This is an optimization exercise on Yosys and OpenROAD, whose aim is small area, a short achievable clock period and few clock cycles per item, not a production implementation. RTL that was checked went through simulation tests only; none was proved equivalent to the original. The RTL of run 1 was laid out without a check of its function. Power and IR drop assume default switching activity.

==> design/flow/design.v <==
module muldiv_iter #(
  parameter int unsigned XLEN          = 32,
  parameter int unsigned MUL_ITERATIVE = 0
) (
  input  logic            clk_i,
  input  logic            rst_ni,
  input  logic            valid_i,
  output logic            ready_o,
  input  logic [2:0]      op_i,
  input  logic [XLEN-1:0] a_i,
  input  logic [XLEN-1:0] b_i,
  input  logic            kill_i,
  output logic            valid_o,
  input  logic            ready_i,
  output logic [XLEN-1:0] result_o,
  output logic            busy_o
);
  localparam logic [1:0] S_IDLE = 2'd0;
  localparam logic [1:0] S_PREP = 2'd1;
  localparam logic [1:0] S_ITER = 2'd2;
  localparam logic [1:0] S_FIN  = 2'd3;
  logic [1:0]  st_q, st_d;
  logic        rv_q, rv_d;
  logic        ld_q, ld_d;        
  logic        busy_q, busy_d;
  logic [2:0]  op_q;
  logic [34:0] acc_q, acc_d;
  logic [31:0] lo_q, lo_d;
  logic [33:0] bm_q, bm_d;
  logic [4:0]  cnt_q, cnt_d;
  logic        last_q, last_d;    
  logic [1:0]  cls_q, cls_d;      
  logic        k17_q, k17_d;      
  logic [5:0]  bo_q, bo_d;        
  logic        dfin_q, dfin_d;    
  logic        aneg_q, bneg_q, negq_q;
  logic [5:0]  la_q, lb_q;
  logic [31:0] res_q, res_d;
  logic        c_xen_q, c_xinv_q, c_kc_q, c_m_q, c_2m_q, c_lo_q, c_sx_q;
  logic        c_inv0_q, c_dyn_q, c_fix_q, c_one1_q, c_two1_q, c_neg1_q;
  logic        c_xen, c_xinv, c_kc, c_m, c_2m, c_lo, c_sx;
  logic        c_inv0, c_dyn, c_fix, c_one1, c_two1, c_neg1;
  function automatic logic [5:0] lzc32(input logic [31:0] x);
    logic [7:0]  z4;
    logic [15:0] c4;
    logic [3:0]  z8;
    logic [11:0] c8;
    logic [1:0]  z16;
    logic [7:0]  c16;
    logic        z32;
    logic [4:0]  c32;
    for (int i = 0; i < 8; i++) begin
      z4[i] = (x[4*i+3 -: 4] == 4'd0);
      c4[2*i +: 2] = x[4*i+3] ? 2'd0 : x[4*i+2] ? 2'd1 : x[4*i+1] ? 2'd2 : 2'd3;
    end
    for (int i = 0; i < 4; i++) begin
      z8[i] = z4[2*i+1] & z4[2*i];
      c8[3*i +: 3] = z4[2*i+1] ? {1'b1, c4[4*i +: 2]} : {1'b0, c4[4*i+2 +: 2]};
    end
    for (int i = 0; i < 2; i++) begin
      z16[i] = z8[2*i+1] & z8[2*i];
      c16[4*i +: 4] = z8[2*i+1] ? {1'b1, c8[6*i +: 3]} : {1'b0, c8[6*i+3 +: 3]};
    end
    z32 = z16[1] & z16[0];
    c32 = z16[1] ? {1'b1, c16[3:0]} : {1'b0, c16[7:4]};
    lzc32 = z32 ? 6'd32 : {1'b0, c32};
  endfunction
  function automatic logic [2:0] bdec(input logic [2:0] t);
    bdec[0] = t[1] ^ t[0];
    bdec[1] = (t[2] & ~t[1] & ~t[0]) | (~t[2] & t[1] & t[0]);
    bdec[2] = t[2];
  endfunction
  logic fin_go;       
  logic dir_go;       
  logic stall;        
  logic ld;
  assign fin_go = (st_q == S_FIN) & ~rv_q;
  assign dir_go = (st_q == S_ITER) & last_q & ~rv_q & ~dfin_q;
  assign stall  = (st_q == S_ITER) & last_q & rv_q & ~dfin_q;
  assign ld     = ld_q;     
  logic        sgn_a_in, sgn_b_in, ext_a, ext_b;
  logic        a8, a16, a32, b8, b16, b32, a_nar;
  logic [1:0]  cmin;
  logic        sel_a;
  logic [31:0] lo_in;
  logic [5:0]  bo_a, bo_b;
  logic        aneg_in, bneg_in;
  logic [5:0]  la_in, lb_in;
  always_comb begin
    sgn_a_in = (op_i != 3'd3) & (op_i != 3'd5) & (op_i != 3'd7);
    sgn_b_in = (op_i == 3'd0) | (op_i == 3'd1) | (op_i == 3'd4) | (op_i == 3'd6);
    ext_a    = sgn_a_in & a_i[31];
    ext_b    = sgn_b_in & b_i[31];
    a8  = ext_a ? (&a_i[31:7])  : ~(|a_i[31:7]);
    a16 = ext_a ? (&a_i[31:15]) : ~(|a_i[31:15]);
    a32 = ext_a | ~a_i[31];
    b8  = ext_b ? (&b_i[31:7])  : ~(|b_i[31:7]);
    b16 = ext_b ? (&b_i[31:15]) : ~(|b_i[31:15]);
    b32 = ext_b | ~b_i[31];
    a_nar = (a8 & ~b8) | (a16 & ~b16) | (a32 & ~b32);
    sel_a = op_i[2] | a_nar;
    if (a_nar) cmin = a8 ? 2'd0 : a16 ? 2'd1 : 2'd2;
    else       cmin = b8 ? 2'd0 : b16 ? 2'd1 : b32 ? 2'd2 : 2'd3;
    lo_in = sel_a ? a_i : b_i;
    bo_a  = {bdec(a_i[3:1]), bdec({a_i[1:0], 1'b0})};
    bo_b  = {bdec(b_i[3:1]), bdec({b_i[1:0], 1'b0})};
    aneg_in = ~op_i[0] & a_i[31];
    bneg_in = ~op_i[0] & b_i[31];
    la_in   = lzc32(a_i ^ {32{aneg_in}});
    lb_in   = lzc32(b_i ^ {32{bneg_in}});
    if (lb_in[5] && bneg_in) lb_in = 6'd31;
  end
  logic        sdiv;
  logic        aneg_p, bneg_p;
  logic [6:0]  sh;
  logic        b0_p, qz_p;
  always_comb begin
    sdiv   = ~op_q[0];
    aneg_p = sdiv & lo_q[31];
    bneg_p = sdiv & bm_q[31];
    b0_p   = lb_q[5];
    sh     = {1'b0, lb_q} + {6'd0, aneg_p} - {1'b0, la_q};
    qz_p   = sh[6];
  end
  logic        inv0, inv1, k0, k1, kc, kcin;
  logic [34:0] x, y0, y1, bmx;
  logic [37:0] r0, r1, r2, cs_s, cs_c;
  logic [38:0] fsum;
  logic [37:0] full;
  logic [34:0] sum;
  assign bmx = {bm_q[33], bm_q};
  always_comb begin
    y0   = ({35{c_m_q | (c_fix_q & acc_q[34])}} & bmx) |
           ({35{c_2m_q}} & {bm_q, 1'b0}) |
           ({35{c_lo_q}} & {{3{c_sx_q & lo_q[31]}}, lo_q});
    inv0 = c_inv0_q ^ (c_dyn_q & acc_q[34]);
    y1   = ({35{c_one1_q}} & bmx) | ({35{c_two1_q}} & {bm_q, 1'b0});
    inv1 = c_neg1_q;
    k0   = inv0;
    k1   = inv1;
    kcin = inv1;
    kc   = c_kc_q;
    x    = (acc_q & {35{c_xen_q}}) ^ {35{c_xinv_q}};
    r0   = {{3{x[34]}}, x};
    r1   = {{3{y0[34] ^ inv0}}, y0 ^ {35{inv0}}};
    r2   = {y1[34] ^ inv1, y1 ^ {35{inv1}}, k1, k0};
    cs_s = r0 ^ r1 ^ r2;
    cs_c = (r0 & r1) | (r0 & r2) | (r1 & r2);
    fsum = {cs_s, 1'b1} + {cs_c[36:0], kc, kcin};
    full = fsum[38:1];
    sum  = full[34:0];
  end
  always_comb begin
    res_d = sum[31:0];
    if (st_q == S_ITER && !k17_q) begin
      if (op_q[2]) begin
        res_d = {lo_q[30:0], ~sum[34]};
      end else if (op_q == 3'd0) begin
        case (cls_q)
          2'd0:    res_d = {full[27:0], lo_q[31:28]};
          2'd1:    res_d = {full[19:0], lo_q[31:20]};
          default: res_d = {full[3:0],  lo_q[31:4]};
        endcase
      end else begin
        case (cls_q)
          2'd0:    res_d = {{22{full[37]}}, full[37:28]};
          2'd1:    res_d = {{14{full[37]}}, full[37:20]};
          default: res_d = full[35:4];
        endcase
      end
    end
  end
  always_comb begin
    acc_d  = acc_q;
    lo_d   = lo_q;
    bm_d   = bm_q;
    cnt_d  = cnt_q;
    cls_d  = cls_q;
    st_d   = st_q;
    last_d = last_q;
    k17_d  = k17_q;
    bo_d   = bo_q;
    dfin_d = dfin_q;
    case (st_q)
      S_PREP: begin
        acc_d  = sum;
        lo_d   = {32{b0_p}};
        bm_d   = bm_q << sh[4:0];
        cnt_d  = sh[4:0];
        last_d = (sh[4:0] == 5'd0);
        dfin_d = op_q[1] | ((aneg_p ^ bneg_p) & ~b0_p);
        st_d   = (b0_p | qz_p) ? S_FIN : S_ITER;
      end
      S_ITER: begin
        if (!stall) begin
          cnt_d  = cnt_q - 5'd1;
          last_d = (cnt_q == 5'd1);
          if (last_q) st_d = dfin_q ? S_FIN : S_IDLE;
          if (op_q[2]) begin
            acc_d = sum;
            lo_d  = {lo_q[30:0], ~sum[34]};
            if (!last_q) bm_d = {bm_q[33], bm_q[33:1]};
          end else if (k17_q) begin
            acc_d = sum;
          end else begin
            acc_d = {full[37], full[37:4]};
            lo_d  = {full[3:0], lo_q[31:4]};
            if (cls_q == 2'd3 && cnt_q == 5'd1) begin
              k17_d = 1'b1;
              bo_d  = 6'b000_001;
            end else begin
              bo_d  = {bdec(lo_q[7:5]), bdec(lo_q[5:3])};
            end
          end
        end
      end
      S_FIN: begin
        if (!rv_q) st_d = S_IDLE;
      end
      default: ;
    endcase
    if (ld) begin
      acc_d  = '0;
      lo_d   = lo_in;
      bm_d   = sel_a ? {{2{ext_b}}, b_i} : {{2{ext_a}}, a_i};
      bo_d   = sel_a ? bo_a : bo_b;
      last_d = 1'b0;
      k17_d  = 1'b0;
      dfin_d = 1'b0;
      cls_d  = cmin;
      case (cmin)
        2'd0:    cnt_d = 5'd1;
        2'd1:    cnt_d = 5'd3;
        2'd2:    cnt_d = 5'd7;
        default: cnt_d = 5'd8;
      endcase
      st_d = (valid_i & ~kill_i) ? (op_i[2] ? S_PREP : S_ITER) : S_IDLE;
    end
    if (kill_i) st_d = S_IDLE;
  end
  logic [2:0] op_n;
  logic       aneg_n, bneg_n, negq_n;
  always_comb begin
    op_n   = ld ? op_i : op_q;
    aneg_n = (st_q == S_PREP) ? aneg_p : aneg_q;
    bneg_n = (st_q == S_PREP) ? bneg_p : bneg_q;
    negq_n = (st_q == S_PREP) ? ((aneg_p ^ bneg_p) & ~b0_p) : negq_q;
    c_xen  = 1'b0;
    c_xinv = 1'b0;
    c_kc   = 1'b0;
    c_m    = 1'b0;
    c_2m   = 1'b0;
    c_lo   = 1'b0;
    c_sx   = 1'b0;
    c_inv0 = 1'b0;
    c_dyn  = 1'b0;
    c_fix  = 1'b0;
    c_one1 = 1'b0;
    c_two1 = 1'b0;
    c_neg1 = 1'b0;
    case (st_d)
      S_PREP: begin
        c_lo   = 1'b1;
        c_sx   = aneg_in;
        c_inv0 = aneg_in;
      end
      S_ITER: begin
        c_xen = 1'b1;
        if (op_n[2]) begin
          c_m    = 1'b1;
          c_inv0 = ~bneg_n;
          c_dyn  = 1'b1;
        end else begin
          c_m    = bo_d[0];
          c_2m   = bo_d[1];
          c_inv0 = bo_d[2];
          c_one1 = bo_d[3];
          c_two1 = bo_d[4];
          c_neg1 = bo_d[5];
          c_kc   = bo_d[5];
        end
      end
      S_FIN: begin
        if (op_n[1]) begin
          c_xen  = 1'b1;
          c_xinv = aneg_n;
          c_kc   = aneg_n;
          c_fix  = 1'b1;
          c_dyn  = aneg_n ^ bneg_n;
        end else begin
          c_lo   = 1'b1;
          c_inv0 = negq_n;
        end
      end
      default: ;
    endcase
  end
  always_comb begin
    rv_d = rv_q;
    if (ready_i)         rv_d = 1'b0;
    if (fin_go | dir_go) rv_d = 1'b1;
    if (kill_i)          rv_d = 1'b0;
    ld_d   = (st_d == S_IDLE) | ((st_d == S_FIN) & ~rv_d) |
             ((st_d == S_ITER) & last_d & ~rv_d & ~dfin_d);
    busy_d = (st_d != S_IDLE) | rv_d;
  end
  always_ff @(posedge clk_i) begin
    if (!rst_ni) begin
      st_q   <= S_IDLE;
      rv_q   <= 1'b0;
      ld_q   <= 1'b1;
      busy_q <= 1'b0;
    end else begin
      st_q   <= st_d;
      rv_q   <= rv_d;
      ld_q   <= ld_d;
      busy_q <= busy_d;
    end
  end
  always_ff @(posedge clk_i) begin
    acc_q  <= acc_d;
    lo_q   <= lo_d;
    bm_q   <= bm_d;
    cnt_q  <= cnt_d;
    cls_q  <= cls_d;
    last_q <= last_d;
    k17_q  <= k17_d;
    bo_q   <= bo_d;
    dfin_q <= dfin_d;
    c_xen_q  <= c_xen;
    c_xinv_q <= c_xinv;
    c_kc_q   <= c_kc;
    c_m_q    <= c_m;
    c_2m_q   <= c_2m;
    c_lo_q   <= c_lo;
    c_sx_q   <= c_sx;
    c_inv0_q <= c_inv0;
    c_dyn_q  <= c_dyn;
    c_fix_q  <= c_fix;
    c_one1_q <= c_one1;
    c_two1_q <= c_two1;
    c_neg1_q <= c_neg1;
    if (ld) begin
      op_q <= op_i;
      la_q <= la_in;
      lb_q <= lb_in;
    end
    if (st_q == S_PREP) begin
      aneg_q <= aneg_p;
      bneg_q <= bneg_p;
      negq_q <= (aneg_p ^ bneg_p) & ~b0_p;
    end
    if (fin_go | dir_go) res_q <= res_d;
  end
  assign ready_o  = ld_q;
  assign valid_o  = rv_q;
  assign busy_o   = busy_q;
  assign result_o = res_q;
endmodule
==> design/flow/run.sh <==
#!/bin/bash
# synth_recipe.tcl (not shown) runs the flow's synth.tcl, then flattens the netlist and writes it again
# the make line also repeats each setting of config.mk as NAME=value (left out here)
make -C /OpenROAD-flow-scripts/flow DESIGN_CONFIG=/design/flow/config.mk WORK_HOME=/design/flow/orfs CLKGATE_MAP_FILE= SYNTH_SCRIPT=/design/flow/synth_recipe.tcl finish
==> design/flow/config.mk <==
export PLATFORM = sky130hd
export DESIGN_NAME = muldiv_iter
export DESIGN_NICKNAME = muldiv_iter
export VERILOG_FILES = /design/flow/design.v
export SDC_FILE = /design/flow/constraint.sdc
export NUM_CORES = 4
export LEC_CHECK = 0
export CAP_MARGIN = 40
export CORE_MARGIN = 2
export CORE_UTILIZATION = 40
export SLEW_MARGIN = 40
==> design/flow/constraint.sdc <==
create_clock -name core_clock -period 13.5 [get_ports {clk_i}]
set_input_delay 2.7000 -clock core_clock [delete_from_list [all_inputs] [get_ports {clk_i}]]
set_output_delay 2.7000 -clock core_clock [all_outputs]
set_load 0.01 [all_outputs]
==> results by group, run 1 <==
Status
  – Outcome: no timing/DRC/antenna violations

STA
  – Slew Limit Fails: 0
  – RSZ-0062 raised after global routing: no
  – Final Critical Period: 6.23 ns
  – Worst relative slew slack: 33.4%
  – Final Hold Fails: 0
  – TNS Setup: 0 ns
  – Hold_ws: 0.470 ns
  – Worst Setup Slack, final: about 7.3 ns
  – Least-Margin Pin Slew: 0.989 ns
  – Max Clock Skew: 0.0158 ns
  – Final worst path period share: 46.1%
  – F_max: 0.161 GHz
  – Final setup fails: 0

Worst hold path
  – Hold depth: 2
  – End of the worst hold path: acc_q[23]
  – Startpoint of the worst hold path: acc_q[23]
  – Min-Delay Path Class: reg -> reg

Critical path
  – Critical Path End Type: register
  – Setup CP Type: in -> reg
  – R2R Setup Slk: 7.43 ns
  – CP max stage delay: 0.58 ns
  – Reg-to-Reg Start: acc_q[34]
  – Worst endpoint required time: approximately 14 ns
  – R2r endpoint: res_q[4]
  – CP Max Fanout: 74
  – CP startpoint kind: primary input
  – WP data arrival: 6.45 ns
  – R2R depth: 16
  – Worst path cell trace: clkdlybuf4s50_1 -> o21ai_0 -> nor4b_1 -> a32o_1 -> a32oi_1 -> o21ai_4 -> buf_6 -> mux2_2 -> a222oi_1 -> inv_1
  – CP max-delay cell: clkdlybuf4s50_1

Logic synthesis
  – EDFF count, synth: 118
  – Post-synth ARST share: 0%
  – Avg Cell Area, Syn: between 7 and 8 sq um
  – #FFs+latches synth: 185
  – Post-synthesis sequential area ratio: 25.3%
  – Post-synth cell types: roughly 80
  – Synthesized cell area: between 15000 and 20000 sq um
  – Cell taking the most area after synthesis: edfxtp_1
  – Synth Instances: ~2400
  – Syn Nets: 2597
  – Area contributors post-synth: edfxtp_1 18%, dfxtp_1 6.9%, nand2_1 6.2%, xnor2_1 4.4%, nor2_1 4.1%
  – Area share of the largest cell type after synthesis: 18.3%
  – Top cells by count, synth: 318 x nand2_1, 210 x nor2_1, 189 x clkbuf_1, 152 x o21ai_0, 147 x a21oi_1
  – Ys flop type: edfxtp_1
  – Count leader, synth: nand2_1
  – YS warnings: 1

Run
  – Max Cap Viol: 0

Global routing
  – Total grt overflow: 0
  – Initial antenna violation count: 1
  – Vias in the first global route: between 15000 and 20000
  – Total GRT Usage: 33.2%
  – Largest net degree at the start of global routing: between 70 and 80
  – First-pass GRT wire length: 124000 um

Drt
  – Total wire length: 84700 um
  – Max layer used: met4
  – Detail Route Antenna Nets: 0
  – First-pass detailed-route iteration total: 9
  – WL met3: 9360 um
  – Met1 wire length: 33600 um
  – Detailed-route via count: 20163
  – Residual DRC: 0
  – DR iter-0 viols: 3180
  – Vias per std cell: approximately 6.7
  – Routed wl met2: 36400 um
  – WL/cell: 28.0 um

Power
  – PwrDens: between 100 and 150 nW/um^2
  – Worst VDD drop: 0.0992 mV
  – Leakage: 8.22 nW

Clocking
  – Clock latency on the worst-skew pair: 0.48 ns
  – H-tree depth: 4
  – Post-CTS Setup Bufs: 0
  – CTS root buffer: clkbuf_16
  – Clock sinks: 185
  – Clk buf depth: 2
  – CTS tree: built
  – CTS clk-pin slew, worst paths: 0.08 ns
  – Post-CTS resize count: 0
  – CTS Hold Bufs: 0
  – Number of CTS-inserted buffers: 17

Placed design
  – Pre-CTS WS: 6.55 ns
  – Hpwl dp: about 63000 um
  – IO Port Bufs: 106
  – Routability Congestion: ~0.99
  – Post-placement cell count: 2994

Floorplan
  – Die Wd: 224 um
  – Starting Density: 40.5%
  – I/O pin cnt: 107
  – Core area: 47700 sq um
  – Die area: 50100 sq um
  – Row count: 80
  – Die height: 224 um

Layout
  – Post-Route Utilization: between 40% and 50%
  – Syn-to-layout area delta: 11.7%
  – Share of cells above drive strength 1: 9.16%
  – Final Net Count: 2566
  – Final Non-Filler Cells: 3029
-- metrics by stage --
| step | total power, mW | instance area [sq um] |
|---|---|---|
| finish | 2.94 | 21600 |
| global route | 3.05 | 21600 |
| CTS | 2.88 | 21600 |
| detailed placement | 2.34 | 21000 |
| global placement | 2.33 | 20900 |
| floorplan | 1.76 | 19300 |
-- power by group --
part / switching [mW] / total (mW) / leakage (nW) / internal [mW]
clock network: 0.276 / 0.540 / 0.302 / 0.264
registers: 0.171 / 0.865 / 1.75 / 0.694
logic: 0.988 / 1.53 / 6.17 / 0.544
-- worst max-delay path, delay by kind of cell --
family          cells  cell delay, ns
mux                 1            0.41
compound gates      5            1.73
simple gates        1            0.29
buf+inv             3            1.24
-- cell families (layout without fill, tap and decap cells) --
| logic type | count (synthesis) | in the layout | synth area share [%] |
|---|---|---|---|
| other cells | 0 | 2 | 0 |
| buf+inv | 366 | 348 | 7.26 |
| mux | 127 | 127 | 8.62 |
| xor+xnor | 153 | 153 | 6.97 |
| flops | 185 | 185 | 25.3 |
| simple gates | 775 | 775 | 17.9 |
| fa+ha+maj | 95 | 95 | 7.62 |
| compound gates | 729 | 729 | 26.4 |
-- worst max path at each step --
| stage | start | endpoint | slack [ns] | depth (start not counted) |
|---|---|---|---|---|
| 2_1_floorplan | b_i[31] | bm_q[10] | 8.31 | 11 |
| 3_3_place_gp | op_i[2] | bm_q[0] | 6.60 | 10 |
| 3_5_place_dp | op_i[2] | bm_q[7] | 6.55 | 10 |
| 4_1_cts | op_i[2] | bm_q[7] | 7.05 | 10 |
| 5_1_grt | op_i[2] | bm_q[7] | 7.09 | 10 |
| 6_report | op_i[2] | bm_q[7] | 7.27 | 10 |
-- metal layers --
layer	vias up	track usage [%]
met4	0	18.5
met1	9641	43.9
met2	1426	49.9
li1	8862	-
met3	234	7.50
met5	-	0
-- cell usage in the layout, fill, tap and decap left out, drive strengths merged, types with 24 or more instances in the layout --
master / count
fa: 38
a21oi: 147
o211ai: 27
clkdlybuf4s50: 106
nor3: 50
ha: 57
nand2b: 26
nor2: 210
mux2: 61
inv: 155
o21ai: 156
a221o: 40
nor2b: 28
a211oi: 40
a22oi: 43
edfxtp: 118
dfxtp: 67
xor2: 55
a222oi: 49
a31oi: 27
nand4: 24
nand3: 34
mux4: 24
buf: 62
xnor2: 98
mux2i: 42
nand2: 318
-- area by class of cell --
type / instances / area (sq um)
diodes: 2 / 5.00
flip-flops and latches: 185 / 4890
inverters: 148 / 556
well taps: 615 / 769
multi-input cells: 1879 / 13200
clock buffers: 19 / 464
repair buffers: 168 / 1530
clock inverters: 13 / 144
fillers: 4689 / 26200
-- registers in the layout, indices dropped and copies added (netlist names), 2 cells and up --
register,flops
acc_q,35
bm_q,34
bo_q,6
cls_q,2
cnt_q,5
la_q,6
lb_q,6
lo_q,32
op_q,3
res_q,32
st_q,2
==> inputs of run 2 (changes only) <==
--- a/design/flow/design.v
+++ b/design/flow/design.v
@@ -37,9 +37,9 @@
   logic [5:0]  la_q, lb_q;
   logic [31:0] res_q, res_d;
   logic        c_xen_q, c_xinv_q, c_kc_q, c_m_q, c_2m_q, c_lo_q, c_sx_q;
-  logic        c_inv0_q, c_dyn_q, c_fix_q, c_one1_q, c_two1_q, c_neg1_q;
+  logic        c_inv0_q, c_one1_q, c_two1_q, c_neg1_q;
   logic        c_xen, c_xinv, c_kc, c_m, c_2m, c_lo, c_sx;
-  logic        c_inv0, c_dyn, c_fix, c_one1, c_two1, c_neg1;
+  logic        c_inv0, c_one1, c_two1, c_neg1;
   function automatic logic [5:0] lzc32(input logic [31:0] x);
     logic [7:0]  z4;
     logic [15:0] c4;
@@ -82,7 +82,7 @@
   logic        a8, a16, a32, b8, b16, b32, a_nar;
   logic [1:0]  cmin;
   logic        sel_a;
-  logic [31:0] lo_in;
+  logic        swp;
   logic [5:0]  bo_a, bo_b;
   logic        aneg_in, bneg_in;
   logic [5:0]  la_in, lb_in;
@@ -91,17 +91,17 @@
     sgn_b_in = (op_i == 3'd0) | (op_i == 3'd1) | (op_i == 3'd4) | (op_i == 3'd6);
     ext_a    = sgn_a_in & a_i[31];
     ext_b    = sgn_b_in & b_i[31];
-    a8  = ext_a ? (&a_i[31:7])  : ~(|a_i[31:7]);
-    a16 = ext_a ? (&a_i[31:15]) : ~(|a_i[31:15]);
-    a32 = ext_a | ~a_i[31];
-    b8  = ext_b ? (&b_i[31:7])  : ~(|b_i[31:7]);
-    b16 = ext_b ? (&b_i[31:15]) : ~(|b_i[31:15]);
-    b32 = ext_b | ~b_i[31];
+    a8  = (sgn_a_in & (&a_i[31:7]))  | ~(|a_i[31:7]);
+    a16 = (sgn_a_in & (&a_i[31:15])) | ~(|a_i[31:15]);
+    a32 = sgn_a_in | ~a_i[31];
+    b8  = (sgn_b_in & (&b_i[31:7]))  | ~(|b_i[31:7]);
+    b16 = (sgn_b_in & (&b_i[31:15])) | ~(|b_i[31:15]);
+    b32 = sgn_b_in | ~b_i[31];
     a_nar = (a8 & ~b8) | (a16 & ~b16) | (a32 & ~b32);
     sel_a = op_i[2] | a_nar;
+    swp   = ld & ~sel_a;
     if (a_nar) cmin = a8 ? 2'd0 : a16 ? 2'd1 : 2'd2;
     else       cmin = b8 ? 2'd0 : b16 ? 2'd1 : b32 ? 2'd2 : 2'd3;
-    lo_in = sel_a ? a_i : b_i;
     bo_a  = {bdec(a_i[3:1]), bdec({a_i[1:0], 1'b0})};
     bo_b  = {bdec(b_i[3:1]), bdec({b_i[1:0], 1'b0})};
     aneg_in = ~op_i[0] & a_i[31];
@@ -124,16 +124,16 @@
   end
   logic        inv0, inv1, k0, k1, kc, kcin;
   logic [34:0] x, y0, y1, bmx;
-  logic [37:0] r0, r1, r2, cs_s, cs_c;
-  logic [38:0] fsum;
-  logic [37:0] full;
+  logic [36:0] r0, r1, r2, cs_s, cs_c;
+  logic [37:0] fsum;
+  logic [36:0] full;
   logic [34:0] sum;
   assign bmx = {bm_q[33], bm_q};
   always_comb begin
-    y0   = ({35{c_m_q | (c_fix_q & acc_q[34])}} & bmx) |
+    y0   = ({35{c_m_q}} & bmx) |
            ({35{c_2m_q}} & {bm_q, 1'b0}) |
            ({35{c_lo_q}} & {{3{c_sx_q & lo_q[31]}}, lo_q});
-    inv0 = c_inv0_q ^ (c_dyn_q & acc_q[34]);
+    inv0 = c_inv0_q;
     y1   = ({35{c_one1_q}} & bmx) | ({35{c_two1_q}} & {bm_q, 1'b0});
     inv1 = c_neg1_q;
     k0   = inv0;
@@ -141,13 +141,13 @@
     kcin = inv1;
     kc   = c_kc_q;
     x    = (acc_q & {35{c_xen_q}}) ^ {35{c_xinv_q}};
-    r0   = {{3{x[34]}}, x};
-    r1   = {{3{y0[34] ^ inv0}}, y0 ^ {35{inv0}}};
-    r2   = {y1[34] ^ inv1, y1 ^ {35{inv1}}, k1, k0};
+    r0   = {{2{x[34]}}, x};
+    r1   = {{2{y0[34] ^ inv0}}, y0 ^ {35{inv0}}};
+    r2   = {y1[34:0] ^ {35{inv1}}, k1, k0};
     cs_s = r0 ^ r1 ^ r2;
     cs_c = (r0 & r1) | (r0 & r2) | (r1 & r2);
-    fsum = {cs_s, 1'b1} + {cs_c[36:0], kc, kcin};
-    full = fsum[38:1];
+    fsum = {cs_s, 1'b1} + {cs_c[35:0], kc, kcin};
+    full = fsum[37:1];
     sum  = full[34:0];
   end
   always_comb begin
@@ -163,8 +163,8 @@
         endcase
       end else begin
         case (cls_q)
-          2'd0:    res_d = {{22{full[37]}}, full[37:28]};
-          2'd1:    res_d = {{14{full[37]}}, full[37:20]};
+          2'd0:    res_d = {{23{full[36]}}, full[36:28]};
+          2'd1:    res_d = {{15{full[36]}}, full[36:20]};
           default: res_d = full[35:4];
         endcase
       end
@@ -203,7 +203,7 @@
           end else if (k17_q) begin
             acc_d = sum;
           end else begin
-            acc_d = {full[37], full[37:4]};
+            acc_d = {{2{full[36]}}, full[36:4]};
             lo_d  = {full[3:0], lo_q[31:4]};
             if (cls_q == 2'd3 && cnt_q == 5'd1) begin
               k17_d = 1'b1;
@@ -221,9 +221,9 @@
     endcase
     if (ld) begin
       acc_d  = '0;
-      lo_d   = lo_in;
-      bm_d   = sel_a ? {{2{ext_b}}, b_i} : {{2{ext_a}}, a_i};
-      bo_d   = sel_a ? bo_a : bo_b;
+      lo_d   = a_i;
+      bm_d   = {{2{ext_b}}, b_i};
+      bo_d   = bo_a;
       last_d = 1'b0;
       k17_d  = 1'b0;
       dfin_d = 1'b0;
@@ -239,9 +239,11 @@
     if (kill_i) st_d = S_IDLE;
   end
   logic [2:0] op_n;
+  logic [5:0] bo_n;
   logic       aneg_n, bneg_n, negq_n;
   always_comb begin
     op_n   = ld ? op_i : op_q;
+    bo_n   = swp ? bo_b : bo_d;
     aneg_n = (st_q == S_PREP) ? aneg_p : aneg_q;
     bneg_n = (st_q == S_PREP) ? bneg_p : bneg_q;
     negq_n = (st_q == S_PREP) ? ((aneg_p ^ bneg_p) & ~b0_p) : negq_q;
@@ -253,8 +255,6 @@
     c_lo   = 1'b0;
     c_sx   = 1'b0;
     c_inv0 = 1'b0;
-    c_dyn  = 1'b0;
-    c_fix  = 1'b0;
     c_one1 = 1'b0;
     c_two1 = 1'b0;
     c_neg1 = 1'b0;
@@ -268,16 +268,15 @@
         c_xen = 1'b1;
         if (op_n[2]) begin
           c_m    = 1'b1;
-          c_inv0 = ~bneg_n;
-          c_dyn  = 1'b1;
+          c_inv0 = ~bneg_n ^ ((st_q == S_ITER) & sum[34]);
         end else begin
-          c_m    = bo_d[0];
-          c_2m   = bo_d[1];
-          c_inv0 = bo_d[2];
-          c_one1 = bo_d[3];
-          c_two1 = bo_d[4];
-          c_neg1 = bo_d[5];
-          c_kc   = bo_d[5];
+          c_m    = bo_n[0];
+          c_2m   = bo_n[1];
+          c_inv0 = bo_n[2];
+          c_one1 = bo_n[3];
+          c_two1 = bo_n[4];
+          c_neg1 = bo_n[5];
+          c_kc   = bo_n[5];
         end
       end
       S_FIN: begin
@@ -285,8 +284,8 @@
           c_xen  = 1'b1;
           c_xinv = aneg_n;
           c_kc   = aneg_n;
-          c_fix  = 1'b1;
-          c_dyn  = aneg_n ^ bneg_n;
+          c_m    = (st_q == S_ITER) & sum[34];
+          c_inv0 = (st_q == S_ITER) & sum[34] & (aneg_n ^ bneg_n);
         end else begin
           c_lo   = 1'b1;
           c_inv0 = negq_n;
@@ -294,6 +293,19 @@
       end
       default: ;
     endcase
+    if (stall || (st_q == S_FIN && rv_q)) begin
+      c_xen  = c_xen_q;
+      c_xinv = c_xinv_q;
+      c_kc   = c_kc_q;
+      c_m    = c_m_q;
+      c_2m   = c_2m_q;
+      c_lo   = c_lo_q;
+      c_sx   = c_sx_q;
+      c_inv0 = c_inv0_q;
+      c_one1 = c_one1_q;
+      c_two1 = c_two1_q;
+      c_neg1 = c_neg1_q;
+    end
   end
   always_comb begin
     rv_d = rv_q;
@@ -319,13 +331,13 @@
   end
   always_ff @(posedge clk_i) begin
     acc_q  <= acc_d;
-    lo_q   <= lo_d;
-    bm_q   <= bm_d;
+    lo_q   <= swp ? b_i : lo_d;
+    bm_q   <= swp ? {{2{ext_a}}, a_i} : bm_d;
     cnt_q  <= cnt_d;
     cls_q  <= cls_d;
     last_q <= last_d;
     k17_q  <= k17_d;
-    bo_q   <= bo_d;
+    bo_q   <= bo_n;
     dfin_q <= dfin_d;
     c_xen_q  <= c_xen;
     c_xinv_q <= c_xinv;
@@ -335,8 +347,6 @@
     c_lo_q   <= c_lo;
     c_sx_q   <= c_sx;
     c_inv0_q <= c_inv0;
-    c_dyn_q  <= c_dyn;
-    c_fix_q  <= c_fix;
     c_one1_q <= c_one1;
     c_two1_q <= c_two1;
     c_neg1_q <= c_neg1;
==> design/flow/flow/run.sh (new file) <==
#!/bin/bash
set -euo pipefail
export SETUP_SLACK_MARGIN=8.7
bash standard.sh > standard.log 2>&1
==> design/flow/standard.sh (new file) <==
#!/bin/bash
# synth_recipe.tcl (not shown) runs the flow's synth.tcl, then flattens the netlist and writes it again
# the make line also repeats each setting of config.mk as NAME=value (left out here)
make -C /OpenROAD-flow-scripts/flow DESIGN_CONFIG=/design/flow/config.mk WORK_HOME=/design/flow/orfs CLKGATE_MAP_FILE= SYNTH_SCRIPT=/design/flow/synth_recipe.tcl "${@:-finish}"
removed: design/flow/run.sh
==> results by group, run 2 <==
Drt
  – DR iter-0 viols: about 3300
  – Total wire length: 90900 um
  – Residual DRC: 0
  – Detailed-route via count: between 20000 and 25000
  – Vias per std cell: 6.74
  – Detail Route Antenna Nets: 0
  – First-pass detailed-route iteration total: 7
  – WL/cell: 29.1 um

Floorplan
  – Core area: 47600 sq um
  – I/O pin cnt: 107
  – Die area: 50000 sq um
  – Die Wd: 224 um
  – Row count: 80
  – Die height: between 200 and 250 um
  – Starting Density: roughly two fifths

Logic synthesis
  – Synthesized cell area: slightly below 20000 sq um
  – Count leader, synth: nand2_1
  – #FFs+latches synth: 183
  – EDFF count, synth: roughly 130
  – YS warnings: 1
  – Syn Nets: 2634
  – Area share of the largest cell type after synthesis: between 20% and 30%
  – Area contributors post-synth: edfxtp_1 20%, nand2_1 6.0%, dfxtp_1 5.6%, nor2_1 5.3%, xnor2_1 4.8%
  – Top cells by count, synth: 310 x nand2_1, 274 x nor2_1, 176 x clkbuf_1, 155 x a21oi_1, 137 x o21ai_0
  – Cell taking the most area after synthesis: edfxtp_1
  – Avg Cell Area, Syn: 7.82 sq um
  – Post-synth cell types: 92
  – Ys flop type: edfxtp_1
  – Post-synthesis sequential area ratio: 25.7%
  – Post-synth ARST share: 0%
  – Synth Instances: 2468

STA
  – Hold_ws: 0.465 ns
  – Final setup fails: 0
  – Final Hold Fails: 0
  – RSZ-0062 raised after global routing: yes
  – TNS Setup: 0 ns
  – F_max: slightly above 0.2 GHz
  – Final worst path period share: 35.8%
  – Least-Margin Pin Slew: 0.942 ns
  – Slew Limit Fails: 0
  – Max Clock Skew: 0.0192 ns
  – Worst Setup Slack, final: 8.67 ns
  – Worst relative slew slack: a little under two fifths
  – Final Critical Period: slightly below 5 ns

Critical path
  – Worst endpoint required time: 13.73 ns
  – Reg-to-Reg Start: c_m_q
  – R2R depth: 15
  – Critical Path End Type: register
  – R2R Setup Slk: 8.70 ns
  – WP data arrival: a little over 5 ns
  – CP Max Fanout: 61
  – CP startpoint kind: primary input
  – Crit path launch: op_i[2]
  – R2r endpoint: res_q[23]
  – Setup CP Type: in -> reg

Run
  – Max Cap Viol: 0

Layout
  – Final Non-Filler Cells: roughly 3100
  – Most common cell after layout, fill and taps aside: nand2_1
  – Share of cells above drive strength 1: 15.6%
  – Syn-to-layout area delta: 17.9%
  – Reg with most FFs: acc_q
  – Fillers: 4708
  – Final Net Count: 2664
  – Non-Filler Cell Area, Final: 22700 sq um
  – Post-Route Utilization: 47.7%
  – Largest register FFs: 35
  – Biggest regs: acc_q x35, bm_q x34
  – Leading cell types in the layout, fill and taps excluded: 307 x nand2_1, 258 x nor2_1, 138 x a21oi_1, 129 x edfxtp_1, 124 x o21ai_0

Power
  – PwrDens: 123 nW/um^2
  – Combinational power share: 51.7%
  – Tot Pwr: between 2 and 3 mW
  – Share of power burned in registers: 28.6%
  – Net Sw Frac: 48.5%
  – Leakage: between 8 and 9 nW
  – Worst VDD drop: 0.105 mV
  – Clk pwr share: 19.7%
  – NetSw: 1.36 mW
  – Internal: 1.44 mW

Global routing
  – Total grt overflow: 0
  – First-pass GRT wire length: 131000 um
  – Total GRT Usage: 35.4%
  – Initial antenna violation count: 1
  – Largest net degree at the start of global routing: approximately 150
  – Vias in the first global route: 19413

Clocking
  – CTS tree: built
  – Number of CTS-inserted buffers: 17
  – CTS clk-pin slew, worst paths: 0.08 ns
  – Clock sinks: 183
  – CTS Hold Bufs: 0
  – CTS root buffer: clkbuf_16
  – Clock latency on the worst-skew pair: 0.49 ns
  – H-tree depth: 4
  – Clk buf depth: 2

Worst hold path
  – Min-Delay Path Class: reg -> reg
  – Hold depth: 2
  – Startpoint of the worst hold path: acc_q[13]
  – End of the worst hold path: acc_q[13]

Placed design
  – IO Port Bufs: 106
  – Area post-placement: 20900 sq um
  – Hpwl dp: 66100 um
  – Routability Congestion: 1.04
  – Pre-CTS WS: 7.14 ns
  – Post-placement cell count: between 3000 and 4000

Status
  – Outcome: no timing/DRC/antenna violations
run 2: changes by cell type after synthesis, moves of 15 or more:
| cell | delta |
|---|---|
| nor2_1 | +64 |
| a221oi_1 | +44 |
| a31oi_1 | +43 |
| mux2_2 | -43 |
| inv_1 | -31 |
| a221o_1 | -30 |
| mux2i_1 | +18 |
| o21ai_0 | -15 |
run 2: layer usage:
layer	part of all wire, %	GRT usage, %	vias to the layer above	wire [um]
met5	0.014	0	-	13
met4	6.3	18.9	2	5740
met3	12	7.28	275	10900
met2	42	52.5	1485	38200
met1	40	48.3	10149	36100
li1	-	-	9172	-
run 2: worst max-delay path by stage:
stage,to,depth (start not counted)
2_1_floorplan,c_kc_q,8
3_5_place_dp,c_kc_q,11
3_3_place_gp,c_kc_q,11
5_1_grt,res_q[23],15
4_1_cts,c_kc_q,10
6_report,bm_q[18],10
run 2: worst max-delay path: stages:
cell      delay [ns]
buf_6           0.13
o21ai_2         0.18
nand2_2         0.09
or3_4           0.38
nor4_4          0.30
a21oi_4         0.12
o221ai_4        0.30
buf_12          0.31
o211ai_1        0.29
o21a_1          0.23
run 2: timing repair:
action | 4_1_cts | 5_1_grt
buffers inserted | 38 | 30
pin swaps | 20 | 40
cloned | 2 | 0
gates resized for setup | 175 | 178
endpoints found under the setup margin | 143 | 95
endpoints found under the hold margin | 0 | 0
run 2: area by class of cell:
cell class	count	area, sq um	area share [%]
Multi-Input combinational cell	1947	13900	61.1
Sequential cell	183	4960	21.8
Timing Repair Buffer	230	2040	8.98
Tap cell	615	769	3.38
Inverter	119	458	2.01
Clock buffer	17	425	1.87
Clock inverter	15	198	0.869
Antenna cell	1	2.50	0.0110
run 2: cell families (layout without fill, tap and decap cells):
| group | count (synthesis) | after routing | synth area share, % |
|---|---|---|---|
| adder cells (fa/ha/maj) | 94 | 94 | 7.54 |
| AO/OA/AOI/OAI | 767 | 767 | 27.5 |
| XOR/XNOR | 151 | 151 | 6.85 |
| flip-flops | 183 | 183 | 25.7 |
| AND/OR/NAND/NOR | 843 | 843 | 19.5 |
| multiplexers | 92 | 92 | 6.05 |
| other | 0 | 1 | 0 |
| buffers and inverters | 338 | 381 | 6.85 |
run 2: power groups by stage:
| stage | Clock (mW) | Combinational, mW | Sequential, mW |
|---|---|---|---|
| 3_5_place_dp | 0 | 1.30 | 0.812 |
| 6_report | 0.552 | 1.45 | 0.801 |
| 3_3_place_gp | 0 | 1.29 | 0.814 |
| 2_1_floorplan | 0 | 0.885 | 0.712 |
| 4_1_cts | 0.552 | 1.35 | 0.794 |
| 5_1_grt | 0.567 | 1.53 | 0.796 |
Testbench counts of run 2, summed over its fixed seeds: cycles 49,800, items 8,000.
==> inputs of run 3 (changes only) <==
--- a/design/flow/design.v
+++ b/design/flow/design.v
@@ -31,7 +31,7 @@
   logic        last_q, last_d;    
   logic [1:0]  cls_q, cls_d;      
   logic        k17_q, k17_d;      
-  logic [5:0]  bo_q, bo_d;        
+  logic [5:0]  bo_d;              
   logic        dfin_q, dfin_d;    
   logic        aneg_q, bneg_q, negq_q;
   logic [5:0]  la_q, lb_q;
@@ -179,7 +179,7 @@
     st_d   = st_q;
     last_d = last_q;
     k17_d  = k17_q;
-    bo_d   = bo_q;
+    bo_d   = '0;
     dfin_d = dfin_q;
     case (st_q)
       S_PREP: begin
@@ -337,7 +337,6 @@
     cls_q  <= cls_d;
     last_q <= last_d;
     k17_q  <= k17_d;
-    bo_q   <= bo_n;
     dfin_q <= dfin_d;
     c_xen_q  <= c_xen;
     c_xinv_q <= c_xinv;
==> design/flow/flow/run.sh (replaced) <==
#!/bin/bash
set -euo pipefail
export SETUP_SLACK_MARGIN=8.9
bash standard.sh > standard.log 2>&1
==> results by group, run 3 <==
Status
  – Outcome: no timing/DRC/antenna violations

Layout
  – Largest register FFs: 35
  – Non-Filler Cell Area, Final: roughly 24000 sq um
  – Register area: 4840 sq um
  – Antenna cells: 0
  – Reg with most FFs: acc_q
  – Share of cells above drive strength 1: 22.0%
  – Multi-input gate area: approximately 14000 sq um
  – Fillers: between 4000 and 5000
  – Biggest regs: acc_q x35, bm_q x34
  – Leading cell types in the layout, fill and taps excluded: 252 x nand2_1, 191 x nor2_1, 138 x a21oi_1, 138 x buf_4, 129 x edfxtp_1
  – Syn-to-layout area delta: 29.3%
  – Most common cell after layout, fill and taps aside: nand2_1
  – Final Net Count: 2630

Critical path
  – R2R Setup Slk: about 8.6 ns
  – Reg-to-Reg Start: c_m_q
  – R2r endpoint: c_inv0_q
  – Setup CP Type: reg -> reg
  – CP Max Fanout: 17
  – WP data arrival: 5.18 ns
  – CP startpoint kind: register
  – R2R depth: 17
  – Critical Path End Type: register
  – Worst endpoint required time: 13.80 ns

Logic synthesis
  – Post-synthesis sequential area ratio: a little over a quarter
  – EDFF count, synth: about 130
  – Post-synth ARST share: 0%
  – Syn Nets: 2527
  – Post-synth cell types: 81
  – Top cells by count, synth: 257 x nand2_1, 246 x nor2_1, 198 x clkbuf_1, 162 x a21oi_1, 153 x o21ai_0
  – Cell taking the most area after synthesis: edfxtp_1
  – Synthesized cell area: 18500 sq um
  – Ys flop type: edfxtp_1
  – YS warnings: 1
  – Area contributors post-synth: edfxtp_1 21%, nand2_1 5.2%, dfxtp_1 5.2%, nor2_1 5.0%, xnor2_1 4.9%
  – Count leader, synth: nand2_1
  – Area share of the largest cell type after synthesis: 21.0%
  – Avg Cell Area, Syn: around 7.8 sq um
  – Synth Instances: 2361
  – #FFs+latches synth: 177

Run
  – Max Cap Viol: 0

Power
  – Leakage: ~9.1 nW
  – Worst VDD drop: 0.127 mV
  – Net Sw Frac: roughly half
  – PwrDens: 118 nW/um^2
  – Combinational power share: 54.4%
  – NetSw: about 1.4 mW
  – Clk pwr share: 18.3%
  – Internal: 1.45 mW
  – Share of power burned in registers: 27.3%

Drt
  – WL met3: 10900 um
  – Met1 wire length: 32800 um
  – Vias per std cell: 6.73
  – Detail Route Antenna Nets: 0
  – Routed wl met2: 36300 um
  – Total wire length: 87000 um
  – WL/cell: about 28 um
  – DR iter-0 viols: 3636
  – Detailed-route via count: roughly 21000
  – Max layer used: met5
  – Residual DRC: 0
  – First-pass detailed-route iteration total: 10

Floorplan
  – Row count: 78
  – Starting Density: 40.6%
  – Die Wd: between 200 and 250 um
  – I/O pin cnt: 107
  – Die area: 47900 sq um
  – Core area: around 45000 sq um
  – Die height: 219 um

Worst hold path
  – Hold depth: 2
  – Min-Delay Path Class: reg -> reg
  – End of the worst hold path: acc_q[20]
  – Startpoint of the worst hold path: acc_q[20]

Global routing
  – First-pass GRT wire length: 124000 um
  – Total GRT Usage: 34.9%
  – Initial antenna violation count: 1
  – Vias in the first global route: 19057
  – Largest net degree at the start of global routing: 74
  – Total grt overflow: 0

STA
  – Final Hold Fails: 0
  – TNS Setup: 0 ns
  – Worst Setup Slack, final: 8.62 ns
  – Final setup fails: 0
  – F_max: 0.205 GHz
  – Final worst path period share: between 30 and 40%
  – Least-Margin Pin Slew: ~0.93 ns
  – Hold_ws: about 0.45 ns
  – Max Clock Skew: 0.0184 ns
  – Slew Limit Fails: 0
  – RSZ-0062 raised after global routing: yes
  – Final Critical Period: 4.88 ns
  – Worst relative slew slack: a little under two fifths

Clocking
  – Number of CTS-inserted buffers: 17
  – Clk buf depth: 2
  – H-tree depth: 4
  – CTS Hold Bufs: 0
  – CTS tree: built
  – CTS root buffer: clkbuf_16
  – Clock sinks: roughly 180
  – Clock latency on the worst-skew pair: 0.49 ns
  – CTS clk-pin slew, worst paths: roughly 0.08 ns

Placed design
  – Routability Congestion: 0.975
  – Area post-placement: approximately 20000 sq um
  – Hpwl dp: 58800 um
  – IO Port Bufs: 106
  – Pre-CTS WS: roughly 6.7 ns
-- run 3: cell types whose count changed in the layout (fill, tap and decap cells not counted), sizes merged, moves of 8 or more --
| cell | change |
|---|---|
| a21o | +10 |
| a21oi | +8 |
| a222oi | +10 |
| a31oi | -8 |
| buf | +63 |
| clkdlybuf4s15 | +11 |
| dlymetal6s2s | -10 |
| mux4 | -10 |
| nand2 | -53 |
| nor2 | -28 |
| o21ai | +9 |
| xor2 | +12 |
-- run 3: power groups by stage --
| stage | clock, mW | sequential (mW) | combinational (mW) |
|---|---|---|---|
| global placement | 0 | 0.781 | 1.25 |
| global route | 0.540 | 0.768 | 1.60 |
| finish | 0.516 | 0.768 | 1.53 |
| floorplan | 0 | 0.699 | 0.842 |
| detailed placement | 0 | 0.781 | 1.26 |
| CTS | 0.517 | 0.756 | 1.40 |
-- run 3: timing repair --
| item | CTS | global route |
|---|---|---|
| setup buffers | 75 | 43 |
| pin swaps | 73 | 39 |
| gates cloned | 6 | 10 |
| setup endpoints to repair | 144 | 133 |
| resized for setup | 332 | 233 |
-- run 3: worst max-delay path: stages (launching register included) --
cell       delay (ns)
edfxtp_1         0.44
buf_4            0.20
bufbuf_16        0.30
a222oi_1         0.38
xnor2_1          0.17
fa_1             0.52
inv_1            0.06
ha_4             0.26
a21o_1           0.18
o21bai_1         0.19
or3_1            0.40
o21ba_4          0.26
a221o_1          0.37
a21oi_4          0.18
buf_12           0.18
nand2_2          0.07
o31a_1           0.28
a311oi_1         0.25
-- run 3: layer usage --
metal,vias to the layer above,global-route usage (%)
li1,8910,-
met1,9821,46.0
met2,1576,51.3
met3,387,8.55
met4,2,21.6
met5,-,0
-- run 3: cells by family (layout without fill, tap and decap cells) --
| kind of cell | Yosys count | after routing | synth area share, % |
|---|---|---|---|
| compound gates | 759 | 762 | 28.1 |
| mux | 84 | 84 | 5.17 |
| fa+ha+maj | 94 | 94 | 7.88 |
| flops | 177 | 177 | 26.2 |
| xor+xnor | 161 | 161 | 7.64 |
| simple gates | 747 | 747 | 18.0 |
| buf+inv | 339 | 452 | 7.01 |
-- run 3: final cells by class --
type | instances | area share, %
Clock inverter | 15 | 0.671
Multi-Input combinational cell | 1848 | 59.7
Timing Repair Buffer | 298 | 12.4
Tap cell | 600 | 3.15
Clock buffer | 17 | 1.78
Sequential cell | 177 | 20.3
Inverter | 122 | 1.94
-- run 3: per-stage QoR --
step	util, %	instances	total power, mW
floorplan	-	2361	1.54
global placement	44.0	2909	2.03
detailed placement	44.3	2911	2.04
CTS	49.7	3024	2.67
global route	52.4	3077	2.91
finish	52.4	3077	2.82
-- run 3: worst max path at each step --
stage,start,cells past startpoint,end
2_1_floorplan,a_i[27],10,c_kc_q
3_3_place_gp,op_i[2],10,c_kc_q
3_5_place_dp,op_i[2],12,c_inv0_q
4_1_cts,c_m_q,17,c_inv0_q
5_1_grt,c_m_q,18,res_q[15]
6_report,c_m_q,17,c_inv0_q
Testbench counts of run 3, summed over its fixed seeds: cycles 49,800, items 8,000.
==> inputs of run 4 (changes only) <==
==> design/flow/flow/run.sh (replaced) <==
#!/bin/bash
set -euo pipefail
export SETUP_SLACK_MARGIN=8.5
bash standard.sh > standard.log 2>&1
==> results by group, run 4 <==
Critical path
  – R2r endpoint: bm_q[11]
  – Worst endpoint required time: 13.82 ns
  – Critical Path End Type: register
  – R2R depth: 14
  – Reg-to-Reg Start: op_q[0]
  – CP Max Fanout: 32
  – R2R Setup Slk: 8.51 ns
  – Setup CP Type: reg -> reg
  – WP data arrival: approximately 5.3 ns
  – CP startpoint kind: register

Layout
  – Non-Filler Cell Area, Final: 22200 sq um
  – Biggest regs: acc_q x35, bm_q x34
  – Leading cell types in the layout, fill and taps excluded: 255 x nand2_1, 238 x nor2_1, 154 x a21oi_1, 143 x o21ai_0, 129 x edfxtp_1
  – Largest register FFs: 35
  – Antenna cells: 0
  – Most common cell after layout, fill and taps aside: nand2_1
  – Reg with most FFs: acc_q
  – Final Net Count: 2558
  – Share of cells above drive strength 1: 13.8%
  – Syn-to-layout area delta: 20.4%

Worst hold path
  – End of the worst hold path: acc_q[20]
  – Startpoint of the worst hold path: acc_q[20]
  – Hold depth: 2
  – Min-Delay Path Class: reg -> reg

Drt
  – DR iter-0 viols: 3368
  – Detailed-route via count: 19930
  – Total wire length: 82800 um
  – Vias per std cell: roughly 6.6
  – Residual DRC: 0
  – Detail Route Antenna Nets: 0
  – First-pass detailed-route iteration total: 9
  – WL/cell: ~28 um

Logic synthesis
  – Post-synth ARST share: 0%
  – Synthesized cell area: 18500 sq um
  – Area share of the largest cell type after synthesis: a little over a fifth
  – Avg Cell Area, Syn: 7.81 sq um
  – Count leader, synth: nand2_1
  – Ys flop type: edfxtp_1
  – #FFs+latches synth: 177
  – YS warnings: 1
  – Syn Nets: between 2000 and 3000
  – Top cells by count, synth: 257 x nand2_1, 246 x nor2_1, 198 x clkbuf_1, 162 x a21oi_1, 153 x o21ai_0
  – EDFF count, synth: 129
  – Post-synthesis sequential area ratio: 26.2%
  – Area contributors post-synth: edfxtp_1 21%, nand2_1 5.2%, dfxtp_1 5.2%, nor2_1 5.0%, xnor2_1 4.9%
  – Synth Instances: 2361
  – Cell taking the most area after synthesis: edfxtp_1
  – Post-synth cell types: 81

Power
  – Leakage: 8.66 nW
  – Worst VDD drop: approximately 0.12 mV
  – PwrDens: 122 nW/um^2

Clocking
  – Clock latency on the worst-skew pair: 0.48 ns
  – CTS clk-pin slew, worst paths: 0.08 ns
  – CTS tree: built
  – CTS Hold Bufs: 0
  – Number of CTS-inserted buffers: 17
  – Clk buf depth: 2
  – H-tree depth: 4
  – CTS root buffer: clkbuf_16
  – Clock sinks: between 150 and 200

STA
  – Slew Limit Fails: 0
  – RSZ-0062 raised after global routing: yes
  – Final setup fails: 0
  – Final Hold Fails: 0
  – F_max: roughly 0.2 GHz
  – Worst relative slew slack: 42.1%
  – TNS Setup: 0 ns
  – Final Critical Period: 4.99 ns
  – Least-Margin Pin Slew: 0.859 ns
  – Final worst path period share: 36.9%
  – Max Clock Skew: between 0.015 and 0.02 ns

Run
  – Max Cap Viol: 0

Global routing
  – Largest net degree at the start of global routing: 70
  – Total GRT Usage: 33.7%
  – Initial antenna violation count: 0
  – Vias in the first global route: 18167
  – Total grt overflow: 0
  – First-pass GRT wire length: 120000 um

Placed design
  – IO Port Bufs: 106
  – Area post-placement: about 20000 sq um
  – Routability Congestion: around 0.98
  – Hpwl dp: 59600 um

Floorplan
  – Die height: around 220 um
  – Starting Density: 40.6%
  – Core area: around 45000 sq um
  – Row count: 78
  – Die Wd: 219 um
  – I/O pin cnt: about 110
  – Die area: 47900 sq um

Status
  – Outcome: no timing/DRC/antenna violations
## run 4: cell counts after synthesis
No cell type changed its count.
## run 4: how the worst max path moves through the flow
stage	slack [ns]	endpoint	start	cells past startpoint
floorplan	8.53	lo_q[0]	a_i[26]	10
global placement	6.57	c_kc_q	op_i[0]	10
detailed placement	6.71	c_kc_q	op_i[2]	10
CTS	8.46	lb_q[0]	b_i[31]	12
global route	8.43	res_q[29]	c_m_q	18
finish	8.51	bm_q[11]	op_q[0]	14
## run 4: repair_timing
action                                  in CTS  in global routing
pin swaps                                   23                 53
endpoints found under the setup margin     133                107
gates cloned                                 5                  2
gates resized for setup                    102                130
buffers inserted                            30                 26
## run 4: logic make-up (layout without fill, tap and decap cells)
logic type,count (synthesis),after routing,synth area share [%]
AOI/OAI and AO/OA,759,761,28.1
xor gates and xnor gates,161,161,7.64
adders and majority gates,94,94,7.88
buffers and inverters,339,381,7.01
DFF,177,177,26.2
muxes,84,84,5.17
and+or+nand+nor,747,747,18.0
## run 4: power by group
part	internal (mW)	switching, mW	total (mW)
clock	0.264	0.269	0.533
combinational	0.490	0.911	1.40
sequential	0.652	0.122	0.774
## run 4: through the flow
step                      utilization [%]  power [mW]  hold slack, ns  setup WS (ns)  std cells
final                                48.8        2.71           0.456           8.51       3005
after global routing                 48.8        2.80           0.490           8.43       3005
after CTS                            47.2        2.61           0.460           8.46       2977
after detailed placement             44.2        2.03           0.450           6.71       2910
after global placement               43.8        2.02           0.439           6.57       2907
after floorplan                         -        1.54           0.432           8.53       2361
## run 4: per-layer routing
| metal | part of all wire (%) | up-vias | wire, um | global-route usage, % |
|---|---|---|---|---|
| li1 | - | 8774 | - | - |
| met3 | 11 | 250 | 9220 | 6.68 |
| met1 | 40 | 9513 | 32900 | 45.8 |
| met5 | 0 | - | 0 | 0 |
| met4 | 6.9 | 0 | 5750 | 20.0 |
| met2 | 42 | 1393 | 34900 | 49.3 |
## run 4: worst max-delay path, stage by stage (launching register included)
cell,delay (ns)
edfxtp_1,0.52
nand2b_1,0.39
ha_1,0.39
inv_1,0.05
ha_2,0.19
fa_1,0.48
buf_4,0.26
inv_2,0.43
mux2i_1,0.63
a21oi_1,0.16
a31oi_1,0.49
a221oi_1,0.32
a21oi_1,0.35
nand2_1,0.09
o21ai_0,0.07
## run 4: layout make-up
type	count	area [sq um]
Clock buffer	17	425
Clock inverter	15	166
Inverter	122	458
Sequential cell	177	4840
Timing Repair Buffer	227	2270
Tap cell	600	751
Fill cell	4441	23300
Multi-Input combinational cell	1847	13300
==> inputs of run 5 (changes only) <==
==> design/flow/flow/run.sh (replaced) <==
#!/bin/bash
set -euo pipefail
export SETUP_SLACK_MARGIN=8.7
bash standard.sh > standard.log 2>&1
==> results by group, run 5 <==
Status
  – Outcome: no timing/DRC/antenna violations

Global routing
  – Total GRT Usage: 34.6%
  – First-pass GRT wire length: 123000 um
  – Vias in the first global route: 18954
  – Total grt overflow: 0
  – Initial antenna violation count: 1
  – Largest net degree at the start of global routing: 72

Clocking
  – Clock sinks: 177
  – CTS tree: built
  – CTS Hold Bufs: 0
  – CTS clk-pin slew, worst paths: 0.08 ns
  – CTS root buffer: clkbuf_16
  – Clock latency on the worst-skew pair: 0.49 ns
  – Clk buf depth: 2
  – Number of CTS-inserted buffers: 17
  – H-tree depth: 4

Critical path
  – Setup CP Type: reg -> reg
  – CP startpoint kind: register
  – Critical Path End Type: register
  – WP data arrival: 5.32 ns
  – Worst endpoint required time: 13.82 ns
  – CP Max Fanout: 8

Worst hold path
  – Min-Delay Path Class: reg -> reg

STA
  – Final setup fails: 0
  – TNS Setup: 0 ns
  – Least-Margin Pin Slew: 0.967 ns
  – Slew Limit Fails: 0
  – Worst relative slew slack: 35.1%
  – Final Critical Period: 5.00 ns
  – Final Hold Fails: 0
  – Hold_ws: 0.462 ns
  – Final worst path period share: around 37%
  – F_max: 0.200 GHz
  – Max Clock Skew: 0.0165 ns
  – RSZ-0062 raised after global routing: yes

Floorplan
  – Die height: around 220 um
  – Row count: 78
  – Core area: 45500 sq um
  – Die area: 47900 sq um
  – Die Wd: approximately 220 um
  – Starting Density: 40.6%
  – I/O pin cnt: around 110

Drt
  – WL/cell: 27.8 um
  – Residual DRC: 0
  – Vias per std cell: about 6.6
  – Detail Route Antenna Nets: 0
  – Detailed-route via count: 20327
  – DR iter-0 viols: 2977
  – Total wire length: between 80000 and 90000 um
  – First-pass detailed-route iteration total: 12

Power
  – Tot Pwr: 2.87 mW
  – Net Sw Frac: a little under half
  – Clk pwr share: 20.2%
  – NetSw: 1.36 mW
  – Leakage: about 9.0 nW
  – Share of power burned in registers: 27.0%
  – Worst VDD drop: 0.136 mV
  – Internal: 1.51 mW
  – Combinational power share: 52.8%
  – PwrDens: 124 nW/um^2

Logic synthesis
  – Cell taking the most area after synthesis: edfxtp_1
  – Count leader, synth: nand2_1
  – Avg Cell Area, Syn: 7.81 sq um
  – Synth Instances: 2361
  – Top cells by count, synth: 257 x nand2_1, 246 x nor2_1, 198 x clkbuf_1, 162 x a21oi_1, 153 x o21ai_0
  – Post-synthesis sequential area ratio: 26.2%
  – Post-synth ARST share: 0%
  – YS warnings: 1
  – Ys flop type: edfxtp_1
  – Post-synth cell types: 81
  – Area share of the largest cell type after synthesis: a little over a fifth
  – Syn Nets: 2527
  – #FFs+latches synth: 177
  – EDFF count, synth: 129
  – Area contributors post-synth: edfxtp_1 21%, nand2_1 5.2%, dfxtp_1 5.2%, nor2_1 5.0%, xnor2_1 4.9%
  – Synthesized cell area: approximately 18000 sq um

Run
  – Max Cap Viol: 0

Layout
  – Fillers: 4420
  – Reg with most FFs: acc_q
  – Leading cell types in the layout, fill and taps excluded: 251 x nand2_1, 237 x nor2_1, 144 x a21oi_1, 141 x buf_4, 131 x o21ai_0
  – Most common cell after layout, fill and taps aside: nand2_1
  – Largest register FFs: 35
  – Final Non-Filler Cells: 3069
  – Biggest regs: acc_q x35, bm_q x34
  – Register area: 4840 sq um
  – Final Net Count: 2621
  – Share of cells above drive strength 1: 19.2%
  – Non-Filler Cell Area, Final: 23200 sq um
  – Syn-to-layout area delta: 26.0%
  – Multi-input gate area: 13800 sq um

Placed design
  – Area post-placement: 20100 sq um
  – Post-placement cell count: 2910
  – IO Port Bufs: 106
  – Routability Congestion: 0.990
  – Hpwl dp: 59700 um
==> run 5: power by group through the flow <==
stage | registers [mW] | clock network, mW | logic [mW]
after CTS | 0.765 | 0.579 | 1.39
after global placement | 0.783 | 0 | 1.26
after detailed placement | 0.784 | 0 | 1.26
final | 0.777 | 0.580 | 1.52
after global routing | 0.775 | 0.596 | 1.59
after floorplan | 0.699 | 0 | 0.838
==> run 5: cell families (layout without fill, tap and decap cells) <==
| group | after synthesis | after routing | share of synthesized area [%] |
|---|---|---|---|
| fa+ha+maj | 94 | 94 | 7.88 |
| other cells | 0 | 1 | 0 |
| buf+inv | 339 | 444 | 7.01 |
| xor+xnor | 161 | 161 | 7.64 |
| mux | 84 | 84 | 5.17 |
| simple gates | 747 | 747 | 18.0 |
| flops | 177 | 177 | 26.2 |
| compound gates | 759 | 761 | 28.1 |
==> run 5: layout make-up <==
| cell class | count | area share (%) |
|---|---|---|
| clock inverter | 15 | 1.02 |
| sequential | 177 | 20.8 |
| tap | 600 | 3.23 |
| clock buffer | 17 | 1.83 |
| timing repair buffer | 290 | 11.9 |
| antenna | 1 | 0.0108 |
| inverter | 122 | 2.01 |
| multi-input combinational | 1847 | 59.2 |
==> run 5: critical path: stages (launching register included) <==
cell and delay, ns:
edfxtp_1 0.38, buf_6 0.16, buf_16 0.15, a222oi_1 0.56
xnor2_1 0.18, fa_1 0.58, inv_2 0.05, ha_4 0.28
and4_4 0.21, o211ai_1 0.09, buf_4 0.17, a2111oi_4 0.44
o21ba_4 0.29, a21boi_4 0.08, o31a_1 0.34, buf_12 0.15
xor2_4 0.15, buf_12 0.14, a21o_1 0.20, a21oi_2 0.20
==> run 5: timing repair <==
action                     4_1_cts  5_1_grt
setup endpoints to repair      145      116
hold endpoints to repair         0        0
gates cloned                     7        1
gates resized for setup        206      173
setup buffers                   73       45
pin swaps                       94      113
==> run 5: per-layer routing <==
layer	wire length, um	vias to the layer above	global-route usage (%)	part of all wire, %
met5	0	-	0	0
met2	36000	1437	51.3	42
met4	6480	0	22.4	7.6
li1	-	8898	-	-
met3	9290	282	5.53	11
met1	33400	9710	46.6	39
==> run 5: final timing paths <==
kind | startpoint | to | slack [ns] | cells after the start
setup / recovery | c_m_q | res_q[2] | 8.50 | 19
setup reg to reg | c_m_q | res_q[2] | 8.50 | 19
hold / removal | acc_q[16] | acc_q[16] | 0.46 | 2
hold reg to reg | acc_q[16] | acc_q[16] | 0.46 | 2
==> run 5: per-stage QoR <==
step / utilization, % / setup WS [ns]
3_5_place_dp: 44.2 / 6.62
6_report: 51.1 / 8.50
3_3_place_gp: 43.9 / 6.70
4_1_cts: 49.1 / 8.63
5_1_grt: 51.1 / 8.44
2_1_floorplan: - / 8.64
==> inputs of run 6 (changes only) <==
==> design/flow/flow/run.sh (replaced) <==
#!/bin/bash
set -euo pipefail
export SETUP_SLACK_MARGIN=8.6
bash standard.sh > standard.log 2>&1
==> results by group, run 6 <==
Drt
  – First-pass detailed-route iteration total: 10
  – WL/cell: 27.3 um
  – Residual DRC: 0
  – Detail Route Antenna Nets: 0
  – Total wire length: 82300 um
  – Detailed-route via count: 20179

Critical path
  – R2R Setup Slk: approximately 8.6 ns
  – WP data arrival: 5.07 ns
  – CP dominant cell by count: buf_4
  – CP max stage delay: 0.51 ns
  – CP startpoint kind: register
  – WP buf/inv: 8
  – Critical Path End Type: register
  – Worst endpoint required time: between 10 and 15 ns
  – Worst path cell trace: buf_6 -> buf_12 -> a222oi_1 -> xnor2_1 -> fa_1 -> inv_1 -> ha_4 -> a21o_1 -> buf_4 -> a21oi_4 -> buf_4 -> a211oi_4 -> o211ai_1 -> buf_4 -> a21oi_2 -> a311oi_2 -> buf_4 -> o21bai_1 -> xor2_1 -> buf_4 -> a221oi_2 -> o221ai_1
  – CP top delay family: compound AO/OA/AOI/OAI gates
  – Setup CP Type: reg -> reg

Power
  – PwrDens: ~120 nW/um^2
  – Worst VDD drop: 0.116 mV

Run
  – Max Cap Viol: 0

STA
  – Final worst path period share: 36.2%
  – Slew Limit Fails: 0
  – Hold_ws: 0.465 ns
  – Final setup fails: 0
  – Least-Margin Pin Slew: 0.954 ns
  – Final Hold Fails: 0
  – Final Critical Period: ~5 ns
  – RSZ-0062 raised after global routing: yes
  – F_max: 0.205 GHz
  – Max Clock Skew: 0.0166 ns

Layout
  – Multi-input gate area: ~14000 sq um
  – Final Net Count: 2570
  – Fillers: between 4000 and 5000
  – Antenna cells: 0
  – Register area: 4840 sq um
  – Biggest regs: acc_q x35, bm_q x34
  – Non-Filler Cell Area, Final: 22500 sq um
  – Syn-to-layout area delta: 22.2%
  – Post-Route Utilization: 49.6%
  – Reg with most FFs: acc_q
  – Most common cell after layout, fill and taps aside: nand2_1

Status
  – Outcome: no timing/DRC/antenna violations

Clocking
  – Clock sinks: between 150 and 200
  – Number of CTS-inserted buffers: 17
  – CTS clk-pin slew, worst paths: about 0.08 ns
  – Clk buf depth: 2
  – CTS tree: built

Global routing
  – Total grt overflow: 0
  – First-pass GRT wire length: 120000 um
  – Initial antenna violation count: 2
  – Largest net degree at the start of global routing: between 70 and 80
  – Total GRT Usage: 33.6%

Logic synthesis
  – Avg Cell Area, Syn: 7.81 sq um
  – Cell taking the most area after synthesis: edfxtp_1
  – Count leader, synth: nand2_1
  – Syn Nets: 2527
  – Ys flop type: edfxtp_1
  – #FFs+latches synth: 177
  – Post-synth ARST share: 0%
  – Synth Instances: 2361
  – EDFF count, synth: 129
  – Post-synthesis sequential area ratio: 26.2%
  – Area share of the largest cell type after synthesis: 21.0%
  – Top cells by count, synth: 257 x nand2_1, 246 x nor2_1, 198 x clkbuf_1, 162 x a21oi_1, 153 x o21ai_0

Floorplan
  – Starting Density: just over 40%
  – I/O pin cnt: between 100 and 150
  – Row count: a little under 80

Placed design
  – IO Port Bufs: ~110
  – Routability Congestion: just over 1
  – Area post-placement: 20100 sq um

Worst hold path
  – Min-Delay Path Class: reg -> reg
-- run 6: changes by cell type in the layout (fill, tap and decap cells not counted), moves of 5 or more --
cell,previous run,this run
buf_4,141,101
a21oi_1,144,154
a21oi_2,13,5
dlymetal6s2s_1,12,20
buf_12,14,7
inv_1,111,117
ha_2,13,8
inv_2,9,4
nor4_2,9,4
o21ai_0,131,136
o21ai_1,14,9
xnor2_1,90,95
-- run 6: final cells by class --
type	count	area share, %
repair buffers	239	10.3
well taps	600	3.33
multi-input cells	1847	60.1
flip-flops and latches	177	21.5
clock inverters	15	0.922
clock buffers	17	1.89
inverters	122	2.03
-- run 6: stage by stage --
| stage | std cells | worst slack [ns] |
|---|---|---|
| after floorplan | 2361 | 8.60 |
| after global placement | 2911 | 6.86 |
| after detailed placement | 2913 | 6.79 |
| after CTS | 2987 | 8.53 |
| after global routing | 3017 | 8.51 |
| final | 3017 | 8.61 |
-- run 6: routing by layer --
layer | up-vias | global-route usage, % | part of all wire (%)
met5 | - | 0 | 0.015
met4 | 2 | 20.2 | 7.5
met3 | 320 | 7.93 | 12
met2 | 1504 | 50.3 | 42
met1 | 9558 | 43.8 | 38
li1 | 8795 | - | -
-- run 6: cells by family after synthesis --
| kind of cell | synth area share (%) |
|---|---|
| AND/OR/NAND/NOR | 18.0 |
| XOR/XNOR | 7.64 |
| buffers and inverters | 7.01 |
| flip-flops | 26.2 |
| adder cells (fa/ha/maj) | 7.88 |
| multiplexers | 5.17 |
| AO/OA/AOI/OAI | 28.1 |
-- run 6: power breakdown --
group          switching, mW  internal (mW)
Clock                  0.265          0.286
Sequential             0.127          0.652
Combinational          0.916          0.501
Total                   1.31           1.44
-- run 6: worst min-delay path, stage by stage, from the launching register on --
cell	delay (ns)
dfxtp_1	0.32
nand2_1	0.05
a21oi_1	0.05
-- run 6: path summary, 6_finish.rpt --
| check | start | end | cells after the start |
|---|---|---|---|
| min reg2reg | acc_q[16] | acc_q[16] | 2 |
| max reg2reg | c_m_q | res_q[11] | 22 |
| max | c_m_q | res_q[11] | 22 |
| min | acc_q[16] | acc_q[16] | 2 |
-- run 6: timing repair --
action	in CTS	in global routing
pin swaps	45	94
resized for setup	143	178
endpoints found under the setup margin	132	101
setup buffers	37	27
gates cloned	5	3

[separate check: timing with driven ports]
In the flow no input, the clock included, has a driving cell. The finished layouts below were timed again as built, in two steps. Step 1 assumes that a clkbuf_16 drives the clock port and a buf_2 every other input. Step 2 times the ports against the registers' clock, not the clock port: input delays grow and output delays shrink by t, the midpoint of the rising clock arrivals with the driver on. a / b / c = ideal / step 1 / step 2; a / b = the first two.
run	t, ns	slack for setup (ns)
run 1	0.537	7.271 / 7.306 / 6.769
run 2	0.532	8.673 / 8.694 / 8.163
run 3	0.536	8.620 / 8.620 / 8.093
run 4	0.522	8.513 / 8.513 / 8.027
run 5	0.540	8.495 / 8.495 / 8.205
run 6	0.524	8.612 / 8.612 / 8.123
After both steps setup and hold are still met in every run listed.
